Source: an optimization exercise on an open RTL-to-GDS flow (aim: small area, a short achievable clock period and few clock cycles per item). Production flows keep margins and buffers that such runs may drop. Function was checked by simulation only, so behaviour that the tests miss may differ from the original.

exp/ember:
==> flow/design.v (excerpt) <==
module aes128_enc (
	input  wire                      clock_clk_i,
	input  wire                      arst_n_i,
	input  wire                      in_req_i,
	output logic                     in_ack_o,
	input  wire aes_pkg::aes_block_u plaintext_i,
	input  wire aes_pkg::aes_block_u key_i,
	output logic                     out_req_o,
	input  wire                      out_ack_i,
	output aes_pkg::aes_block_u      ciphertext_o
);
Size in the first run: about 6200 cells after synthesis, about 880 flip-flops, about 0.061 sq mm of cells after synthesis.
export LEC_CHECK = 0
export CAP_MARGIN = 20
export CORE_MARGIN = 2
export CORE_UTILIZATION = 40
export SLEW_MARGIN = 20
export SYNTH_HIERARCHICAL = 1
create_clock -name core_clock -period 10.0 [get_ports {clock_clk_i}]
standard.sh (not shown) runs the stock make flow with config.mk's settings and CLKGATE_MAP_FILE= SYNTH_SCRIPT=/design/flow/synth_recipe.tcl, a recipe that flattens the netlist after the stock synthesis.
==> flow/flow/run.sh <==
#!/bin/bash
# Standard layout (the standard.sh, unchanged synthesis) with the
# resizer asked for more setup margin than the 10 ns clock needs, so that it
# sizes up the slow XOR chains, and plain buffers on the ports; the clock
# period and constraints are the standard flow's.
cp standard.sh standard_sh.log
export SETUP_SLACK_MARGIN=6.2
export BUFFER_PORTS_ARGS="-buffer_cell sky130_fd_sc_hd__buf_2"
bash standard.sh > standard.log 2>&1
exp/ember: flow completed, timing, DRC and antenna clean
Testbench counts of exp/ember, summed over its fixed seeds: cycles 3,880, items 384.
diff inputs: exp/ember => exp/fjord
diff --git a/flow/flow/run.sh b/flow/flow/run.sh
--- a/flow/flow/run.sh
+++ b/flow/flow/run.sh
@@ -7 +7 @@
-export SETUP_SLACK_MARGIN=6.2
+export SETUP_SLACK_MARGIN=6.6
Notes after the runs:
Compared to exp/ember, exp/fjord has final worst setup slack 0.28 ns higher. Number of gates on the worst path with buffers counted in exp/fjord is 9 lower than in exp/ember. In exp/fjord, overall via count from detail_route is higher than in exp/ember. Compared with exp/ember, exp/fjord shows final RePlAce weighted congestion higher by 0.46%. In the tables for exp/ember and exp/fjord, routed length on met2 reads lower with exp/ember.
## Diff of input files: exp/juniper against exp/fjord
diff --git a/flow/flow/run.sh b/flow/flow/run.sh
--- a/flow/flow/run.sh
+++ b/flow/flow/run.sh
@@ -7 +7 @@
-export SETUP_SLACK_MARGIN=6.6
+export SETUP_SLACK_MARGIN=6.4
## What came out
Compared with exp/fjord, exp/juniper shows a via count that is 493 lower. In the reports for exp/fjord and exp/juniper, the smaller relative area change from synthesis to final layout belongs to exp/juniper. On global-route met3 utilization, exp/fjord and exp/juniper are basically level. exp/juniper vs. exp/fjord: fraction of final layout cells sized beyond drive strength 1 went down by 4.5 points.
What exp/sierra does differently from exp/juniper at the input level:
# exp/juniper
export LEC_CHECK = 0
export CAP_MARGIN = 20
export CORE_MARGIN = 2
export CORE_UTILIZATION = 40
export SLEW_MARGIN = 20
export SYNTH_HIERARCHICAL = 1
create_clock -name core_clock -period 10.0 [get_ports {clock_clk_i}]
# exp/sierra
export LEC_CHECK = 0
export CAP_MARGIN = 20
export CORE_MARGIN = 2
export CORE_UTILIZATION = 40
export PLACE_DENSITY = 0.75
export SLEW_MARGIN = 20
export SYNTH_HIERARCHICAL = 1
create_clock -name core_clock -period 10.0 [get_ports {clock_clk_i}]
diff --git a/flow/flow/run.sh b/flow/flow/run.sh
--- a/flow/flow/run.sh
+++ b/flow/flow/run.sh
@@ -7 +7 @@
-export SETUP_SLACK_MARGIN=6.4
+export SETUP_SLACK_MARGIN=6.5
Results
Between exp/juniper and exp/sierra, worst slack on hold paths increased. In the flow results for exp/juniper and exp/sierra, the violation count after the first detailed-route iteration is larger on exp/sierra. Sum of routed wire length over all layers in exp/sierra vs exp/juniper: up about 1.6%. Sort exp/juniper and exp/sierra by met3 layer usage reported by global route desc -> top: exp/sierra. Comparing exp/juniper and exp/sierra, the lower worst-case setup slack after placement is on exp/sierra. Global-route usage of exp/juniper is on par with exp/sierra. Between exp/sierra and exp/juniper, the count of mapped cells out of synthesis does not differ in any meaningful way. First-pass GRT wire length up about 0.9% in exp/sierra wrt exp/juniper.
### exp/sierra -> exp/onyx
# exp/sierra
export LEC_CHECK = 0
export CAP_MARGIN = 20
export CORE_MARGIN = 2
export CORE_UTILIZATION = 40
export PLACE_DENSITY = 0.75
export SLEW_MARGIN = 20
export SYNTH_HIERARCHICAL = 1
create_clock -name core_clock -period 10.0 [get_ports {clock_clk_i}]
# exp/onyx
export LEC_CHECK = 0
export CAP_MARGIN = 20
export CORE_MARGIN = 2
export CORE_UTILIZATION = 40
export SLEW_MARGIN = 20
export SYNTH_HIERARCHICAL = 1
create_clock -name core_clock -period 10.0 [get_ports {clock_clk_i}]
diff --git a/flow/flow/run.sh b/flow/flow/run.sh
--- a/flow/flow/run.sh
+++ b/flow/flow/run.sh
@@ -7 +7 @@
-export SETUP_SLACK_MARGIN=6.5
+export SETUP_SLACK_MARGIN=6.8
exp/onyx: flow completed, timing, DRC and antenna clean
exp/onyx against exp/sierra: proportion of cell area occupied by multi-input gates essentially unchanged.
Proportion of cell area occupied by registers in exp/onyx is 2.5 points below exp/sierra.

* * *

## zinc
aes128_enc, a different RTL version from the one above (not shown whole).
Settings: LEC_CHECK=0, CAP_MARGIN=20, CORE_MARGIN=2, CORE_UTILIZATION=40, CTS_CLUSTER_DIAMETER=60, CTS_CLUSTER_SIZE=20, SLEW_MARGIN=20, SYNTH_HIERARCHICAL=1; clock period 10.0 ns.
==> flow/flow/run.sh <==
#!/bin/bash
# Standard layout (the standard.sh, unchanged synthesis) with the
# resizer asked for more setup margin than the 10 ns clock needs, so that it
# sizes up the slow XOR chains, and plain buffers on the ports; the clock
# period and constraints are the standard flow's.
cp standard.sh standard_sh.log
export SETUP_SLACK_MARGIN=6.5
export BUFFER_PORTS_ARGS="-buffer_cell sky130_fd_sc_hd__buf_2"
bash standard.sh > standard.log 2>&1
zinc completed every stage of the flow, and the final layout passed the timing, design-rule and antenna checks.
Testbench counts of zinc, summed over its fixed seeds: cycles 3,880, items 384.
--- input diff zinc..maple ---
Settings: clearing CTS_CLUSTER_DIAMETER, which used to be 60; clearing CTS_CLUSTER_SIZE, which used to be 20.
-- flow/flow/run.sh --
<<< zinc, line 7
export SETUP_SLACK_MARGIN=6.5
>>> maple, line 7
export SETUP_SLACK_MARGIN=6.6
==> run notes <==
Per the comparison of maple with zinc, share of cells above drive strength 1 +2.4 points; slack of the worst reg-to-reg path +0.08 ns.
Delta (maple minus zinc): final critical delay including setup and external delays went up by 0.017 ns, number of filler instances in the final layout went down by about 1%, final worst hold slack went up by 0.0096 ns, cell area went up by 2.6%.
Edits applied to the flow inputs when going from maple to raven:
-- flow/flow/run.sh --
<<< maple, line 7
export SETUP_SLACK_MARGIN=6.6
export BUFFER_PORTS_ARGS="-buffer_cell sky130_fd_sc_hd__buf_2"
>>> raven, line 7
export SETUP_SLACK_MARGIN=6.5
export BUFFER_PORTS_ARGS="-buffer_cell sky130_fd_sc_hd__buf_1"
### Flow results
Net count after synthesis came out exactly the same in raven and maple.
As far as die area goes, raven and maple are indistinguishable; the numbers are identical.
From maple to raven the numbers moved as follows: wire length reported by the detailed router neither gained nor lost much; non-clock buffer count shows a reduction of 8.9%.
Design area down 2400 µm² in raven wrt maple
| worst hold slack | raven vs maple | 0.019 ns lower |
Sequential share of layout area ends up lower on maple.
In raven the longest individual stage delay on the worst path turned out 0.06 ns lower than in maple.
Relative to maple, the number of cells on the worst reg-to-reg path of raven is higher by 1.
Synthesized cell count: raven vs maple identical

separate check: timing with driven ports:
No port has a modelled driver above. Below, the same layouts with a new extraction and two added sets of constraints. Step 1: set_driving_cell puts a clkbuf_16 on clock_clk_i and a buf_2 on each other input, an assumption about the parent block. Step 2 also shifts input and output timing later by t, the mid clock arrival at the registers, as if the neighbouring blocks saw the same clock. Slacks: ideal ports / drivers / drivers and shift; pairs: ideal ports / drivers.
run	shift t [ns]	slack for setup (ns)	hold slack, ns	clock arrival spread, ns
exp/ember	0.796	6.234 / 6.234 / 6.234	0.317 / 0.317 / 0.317	0.039 / 0.039
exp/fjord	0.796	6.513 / 6.429 / 6.472	0.310 / 0.310 / 0.310	0.040 / 0.039
exp/juniper	0.800	6.244 / 6.244 / 6.244	0.311 / 0.311 / 0.311	0.037 / 0.037
exp/sierra	0.791	6.428 / 6.419 / 6.428	0.317 / 0.317 / 0.317	0.031 / 0.030
exp/onyx	0.796	6.507 / 6.424 / 6.491	0.308 / 0.308 / 0.308	0.038 / 0.038
zinc	0.791	6.501 / 6.415 / 6.269	0.309 / 0.309 / 0.309	0.045 / 0.045
maple	0.798	6.484 / 6.395 / 6.445	0.319 / 0.319 / 0.319	0.036 / 0.036
raven	0.797	6.424 / 6.401 / 6.423	0.300 / 0.300 / 0.300	0.055 / 0.055
After both steps every run listed still meets setup and hold. For zinc, which loses most, drivers alone change the setup slack by -0.086 ns; drivers and shift together by -0.232 ns.
